This is an optimization exercise on Yosys and OpenROAD, whose aim is small area, a short achievable clock period and few clock cycles per item, not a production implementation. The RTL was checked by simulation tests, not by an equivalence proof against the original design. Power is estimated from default activity; no workload was simulated.

Design vc_ctrl, start of the top module:
module vc_ctrl
(
   input  logic                clk,
   input  logic                rst,
   input  logic                req_valid,
   output logic                req_ready,
   input  logic [TAG_W-1:0]    req_tag,
   input  logic                req_has_vic,
   input  logic [TAG_W-1:0]    vic_tag,
   input  logic [LINE_W-1:0]   vic_data,
   input  logic                vic_dirty,
   output logic                rsp_valid,
   input  logic                rsp_ready,
   output logic                rsp_hit,
   output logic [LINE_W-1:0]   rsp_data,
   output logic                rsp_dirty,
   output logic                wb_valid,
   input  logic                wb_ready,
   output logic [TAG_W-1:0]    wb_tag,
   output logic [LINE_W-1:0]   wb_data,
   output logic                acc_en,
   output logic [VC_IDX_W-1:0] acc_idx,
   input  logic [VC_IDX_W-1:0] lru_idx
);
export LEC_CHECK = 0
export CAP_MARGIN = 20
export CORE_MARGIN = 2
export CORE_UTILIZATION = 40
export SETUP_SLACK_MARGIN = 3.0
export SLEW_MARGIN = 20
create_clock -name core_clock -period 6.0 [get_ports {clk}]
standard.sh (not shown) runs the stock make flow with config.mk's settings and CLKGATE_MAP_FILE= SYNTH_SCRIPT=/design/flow/synth_recipe.tcl, a recipe that flattens the netlist after the stock synthesis.
==> flow/flow/run.sh <==
#!/bin/bash
# The standard layout, except that ports are buffered with a plain buf_1
# (the resizer still upsizes it where timing needs) instead of a delay cell,
# and the control ports are kept together (flow/io.tcl).
set -euo pipefail
here="$(cd "$(dirname "${BASH_SOURCE[0]}")/.." && pwd)"
cd "$here"
export BUFFER_PORTS_ARGS="-buffer_cell sky130_fd_sc_hd__buf_1"
export IO_CONSTRAINTS="$here/flow/io.tcl"
bash standard.sh finish > standard_make.log 2>&1
==> flow/flow/io.tcl <==
# Keep the ports of the short input-to-output and register-to-output control
# paths together, in the middle of the bottom edge.
set_io_pin_constraint -region bottom:230-290 -pin_names {
  lru_idx[0] lru_idx[1] lru_idx[2] acc_idx[0] acc_idx[1] acc_idx[2] acc_en
  req_ready req_valid rsp_ready wb_ready rsp_valid wb_valid
}
Testbench counts at the start, summed over its fixed seeds: cycles 3,216, items 3,200.
Edit:
CORE_UTILIZATION = 50   (was 40)
CTS_CLUSTER_DIAMETER = 100   (was default)
CTS_CLUSTER_SIZE = 24   (was default)
After rerunning: Routed wire length came out lower by about 3%; clock power falls by about 43%; core utilization rises by 8.1 points; register-to-register slack stays flat; via count decreases by 3.1%; setup slack degrades by 0.023 ns; total power came out lower by about 18%; non-clock buffer count decreases by 21; first-iteration DRC count shrinks by 5.5%; combinational power decreases by about 3%; global-route usage is higher by 4.4 points.
Edit:
CORE_UTILIZATION = 40   (was 50)
Outcome:
- clock skew came out lower by 0.0033 ns
- worst setup slack improves by 0.0087 ns
- core utilization fell by 10 points
- die area goes up by 25%
- sequential share of layout area goes down by 0.88 points
- via count grows by 0.96%

========
== main ==
The RTL this note starts from:
==> flow/design.v <==
package vc_pkg;
   localparam int TAG_W    = 27;
   localparam int LINE_W   = 256;
   localparam int ENTRIES  = 8;
   localparam int VC_IDX_W = 3;
endpackage
import vc_pkg::*;
module vc_tag_match
(
   input  logic [ENTRIES-1:0]            valid_nx,   
   input  logic [ENTRIES-1:0]            wr_en,      
   input  logic [ENTRIES-1:0][TAG_W-1:0] tags,       
   input  logic [TAG_W-1:0]              wr_tag,     
   input  logic [TAG_W-1:0]              req_tag,
   output logic [ENTRIES-1:0]            match       
);
   logic wr_match;
   assign wr_match = (wr_tag == req_tag);
   always_comb begin
      for (int i = 0; i < ENTRIES; i++) begin
         match[i] = valid_nx[i] & (wr_en[i] ? wr_match : (tags[i] == req_tag));
      end
   end
endmodule
import vc_pkg::*;
module vc_ctrl
(
   input  logic                clk,
   input  logic                rst,
   input  logic                req_valid,
   output logic                req_ready,
   input  logic [TAG_W-1:0]    req_tag,
   input  logic                req_has_vic,
   input  logic [TAG_W-1:0]    vic_tag,
   input  logic [LINE_W-1:0]   vic_data,
   input  logic                vic_dirty,
   output logic                rsp_valid,
   input  logic                rsp_ready,
   output logic                rsp_hit,
   output logic [LINE_W-1:0]   rsp_data,
   output logic                rsp_dirty,
   output logic                wb_valid,
   input  logic                wb_ready,
   output logic [TAG_W-1:0]    wb_tag,
   output logic [LINE_W-1:0]   wb_data,
   output logic                acc_en,
   output logic [VC_IDX_W-1:0] acc_idx,
   input  logic [VC_IDX_W-1:0] lru_idx
);
   logic [ENTRIES-1:0]             valid_q, valid_d;
   logic [ENTRIES-1:0]             dirty_q, dirty_d;
   logic [ENTRIES-1:0][TAG_W-1:0]  tag_q;
   logic [ENTRIES-1:0][LINE_W-1:0] data_q;
   logic                           b_valid_q;     
   logic                           b_hv_q;        
   logic                           b_hit_q;
   logic                           b_use_lru_q;   
   logic [ENTRIES-1:0]             b_idx_oh_q;    
   logic [VC_IDX_W-1:0]            b_idx_q;
   logic                           b_vdirty_q;
   logic [TAG_W-1:0]               b_vtag_q;
   logic [LINE_W-1:0]              b_vdata_q;
   logic                           rsp_valid_q, rsp_hit_q, rsp_dirty_q;
   logic                           wb_valid_q;
   logic [TAG_W-1:0]               wb_tag_q;
   logic [LINE_W-1:0]              out_q;
   logic                           out_free, go;
   logic [ENTRIES-1:0]             lru_oh, sel_oh, rd_oh, we, clr;
   logic [TAG_W-1:0]               wb_tag_d;
   logic [LINE_W-1:0]              out_d;
   logic                           rsp_dirty_d, lru_dirty;
   logic [ENTRIES-1:0]             match_d, hit_oh_d, free_oh_d, idx_oh_d;
   logic                           hit_d, full_d;
   logic [VC_IDX_W-1:0]            idx_d;
   assign out_free  = (~rsp_valid_q | rsp_ready) & (~wb_valid_q | wb_ready);
   assign go        = b_valid_q & out_free;
   assign req_ready = ~b_valid_q | out_free;
   always_comb begin
      for (int i = 0; i < ENTRIES; i++) begin
         lru_oh[i] = (lru_idx == VC_IDX_W'(i));
      end
   end
   assign sel_oh  = b_use_lru_q ? lru_oh : b_idx_oh_q;
   assign we      = {ENTRIES{go & b_hv_q}} & sel_oh;
   assign clr     = {ENTRIES{go & b_hit_q & ~b_hv_q}} & b_idx_oh_q;
   assign valid_d = (valid_q & ~clr) | we;
   assign dirty_d = (dirty_q & ~clr & ~we) | (we & {ENTRIES{b_vdirty_q}});
   assign rd_oh = {ENTRIES{go}} & sel_oh;
   always_comb begin
      out_d       = {LINE_W{~go}} & out_q;
      wb_tag_d    = {TAG_W{~go}} & wb_tag_q;
      rsp_dirty_d = ~go & rsp_dirty_q;
      lru_dirty   = 1'b0;
      for (int i = 0; i < ENTRIES; i++) begin
         out_d       = out_d    | ({LINE_W{rd_oh[i]}} & data_q[i]);
         wb_tag_d    = wb_tag_d | ({TAG_W{rd_oh[i]}} & tag_q[i]);
         rsp_dirty_d = rsp_dirty_d | (rd_oh[i] & dirty_q[i]);
         lru_dirty   = lru_dirty | (lru_oh[i] & dirty_q[i]);
      end
   end
   vc_tag_match u_match (
      .valid_nx (valid_d),
      .wr_en    (we),
      .tags     (tag_q),
      .wr_tag   (b_vtag_q),
      .req_tag  (req_tag),
      .match    (match_d)
   );
   always_comb begin
      for (int i = 0; i < ENTRIES; i++) begin
         hit_oh_d[i]  = match_d[i] & ~|(match_d & ((ENTRIES'(1) << i) - ENTRIES'(1)));
         free_oh_d[i] = ~valid_d[i] & &(valid_d | ~((ENTRIES'(1) << i) - ENTRIES'(1)));
      end
   end
   assign hit_d    = |match_d;
   assign full_d   = &valid_d;
   assign idx_oh_d = hit_d ? hit_oh_d : free_oh_d;
   always_comb begin
      idx_d = '0;
      for (int i = 0; i < ENTRIES; i++) begin
         if (idx_oh_d[i]) idx_d = idx_d | VC_IDX_W'(i);
      end
   end
   always_ff @(posedge clk or negedge rst) begin
      if (!rst) begin
         valid_q     <= '0;
         dirty_q     <= '0;
         b_valid_q   <= 1'b0;
         b_hv_q      <= 1'b0;
         rsp_valid_q <= 1'b0;
         wb_valid_q  <= 1'b0;
      end else begin
         valid_q     <= valid_d;
         dirty_q     <= dirty_d;
         if (req_ready) begin
            b_valid_q <= req_valid;
            b_hv_q    <= req_valid & req_has_vic;
         end
         rsp_valid_q <= go | (rsp_valid_q & ~rsp_ready);
         wb_valid_q  <= (go & b_use_lru_q & lru_dirty) | (wb_valid_q & ~wb_ready);
      end
   end
   always_ff @(posedge clk) begin
      for (int i = 0; i < ENTRIES; i++) begin
         if (we[i]) begin
            tag_q[i]  <= b_vtag_q;
            data_q[i] <= b_vdata_q;
         end
      end
      if (req_ready) begin
         b_hit_q     <= hit_d;
         b_use_lru_q <= req_has_vic & ~hit_d & full_d;
         b_idx_oh_q  <= idx_oh_d;
         b_idx_q     <= idx_d;
         b_vdirty_q  <= vic_dirty;
         b_vtag_q    <= vic_tag;
         b_vdata_q   <= vic_data;
      end
      if (go) begin
         rsp_hit_q <= b_hit_q;
      end
      rsp_dirty_q <= rsp_dirty_d;
      wb_tag_q    <= wb_tag_d;
      out_q       <= out_d;
   end
   assign rsp_valid = rsp_valid_q;
   assign rsp_hit   = rsp_hit_q;
   assign rsp_dirty = rsp_dirty_q;
   assign rsp_data  = out_q;
   assign wb_valid  = wb_valid_q;
   assign wb_tag    = wb_tag_q;
   assign wb_data   = out_q;
   assign acc_en    = b_hv_q & out_free;
   assign acc_idx   = b_use_lru_q ? lru_idx : b_idx_q;
endmodule
Settings: LEC_CHECK=0, CAP_MARGIN=20, CORE_MARGIN=2, CORE_UTILIZATION=40, SETUP_SLACK_MARGIN=3.0, SLEW_MARGIN=20; clock period 6.0 ns.
run.sh (not shown) runs the stock make flow with config.mk's settings and CLKGATE_MAP_FILE= SYNTH_SCRIPT=/design/flow/synth_recipe.tcl, a recipe that flattens the netlist after the stock synthesis.
Stock flow here: none of the scripts above is used.
Testbench counts of main, summed over its fixed seeds: cycles 3,216, items 3,200.
Edits applied to the flow inputs when going from main to the feature branch:
Settings: SETUP_SLACK_MARGIN: 3.0 -> unset.
==> comparison <==
Diff main -> the feature branch: final standard cell count with taps included and fillers excluded has decreased, via count went down 2.5%, actual slew at the worst max-slew pin increased 0.042 ns.
Delta(non-clock buffering overhead in the final layout, the feature branch - main) < 0
Measured against each other, the feature branch and main differ in worst setup slack, the higher figure coming from main.
Final routed wire length divided by cell count went down by a few percent going from main to the feature branch.
The feature branch consumes more power than main does.
On cell area after layout, main loses to the feature branch.
The proportion of cell area spent on the clock network was comparable across the feature branch and main.
Any difference in count of flip-flops with a built-in enable after synthesis between main and the feature branch is small enough to ignore.
met2 layer usage reported by global route came out lower on the feature branch than on main.

## afterwards: timing with drivers on the ports
The flow's constraints put no driver on any port. The routed layouts listed below were extracted and timed again, unchanged, in two steps. Step 1, drivers: a clkbuf_16 drives clk and a buf_2 each remaining input, both assumed. Step 2 moves the port delays by t, midway between the first and last clock arrival at a register: inputs arrive t later, outputs are due t later. That takes back most of the time a late clock gives input paths. Three values: no drivers, after step 1, after step 2; two values: the first two.
run | shift t [ns] | setup slack, ns | clock arrival spread, ns | worst data-port slew with drivers (ns) | cell pins on the clock port's net
the first run of note 1 | 0.915 | 2.934 / 2.829 / 2.012 | 0.069 / 0.069 | 0.23 | 1
the second run of note 1 | 0.925 | 2.911 / 2.814 / 2.017 | 0.041 / 0.042 | 0.18 | 1
the third run of note 1 | 0.909 | 2.920 / 2.836 / 2.031 | 0.036 / 0.036 | 0.19 | 1
main | 1.016 | 2.802 / 2.707 / 1.983 | 0.078 / 0.077 | 0.21 | 1
the feature branch | 1.016 | 1.533 / 1.504 / 1.008 | 0.077 / 0.078 | 0.20 | 1
After both steps every run listed still meets setup and hold. The setup slack of the first run of note 1, which loses most, moves by -0.105 ns with the drivers and by -0.922 ns with both steps.
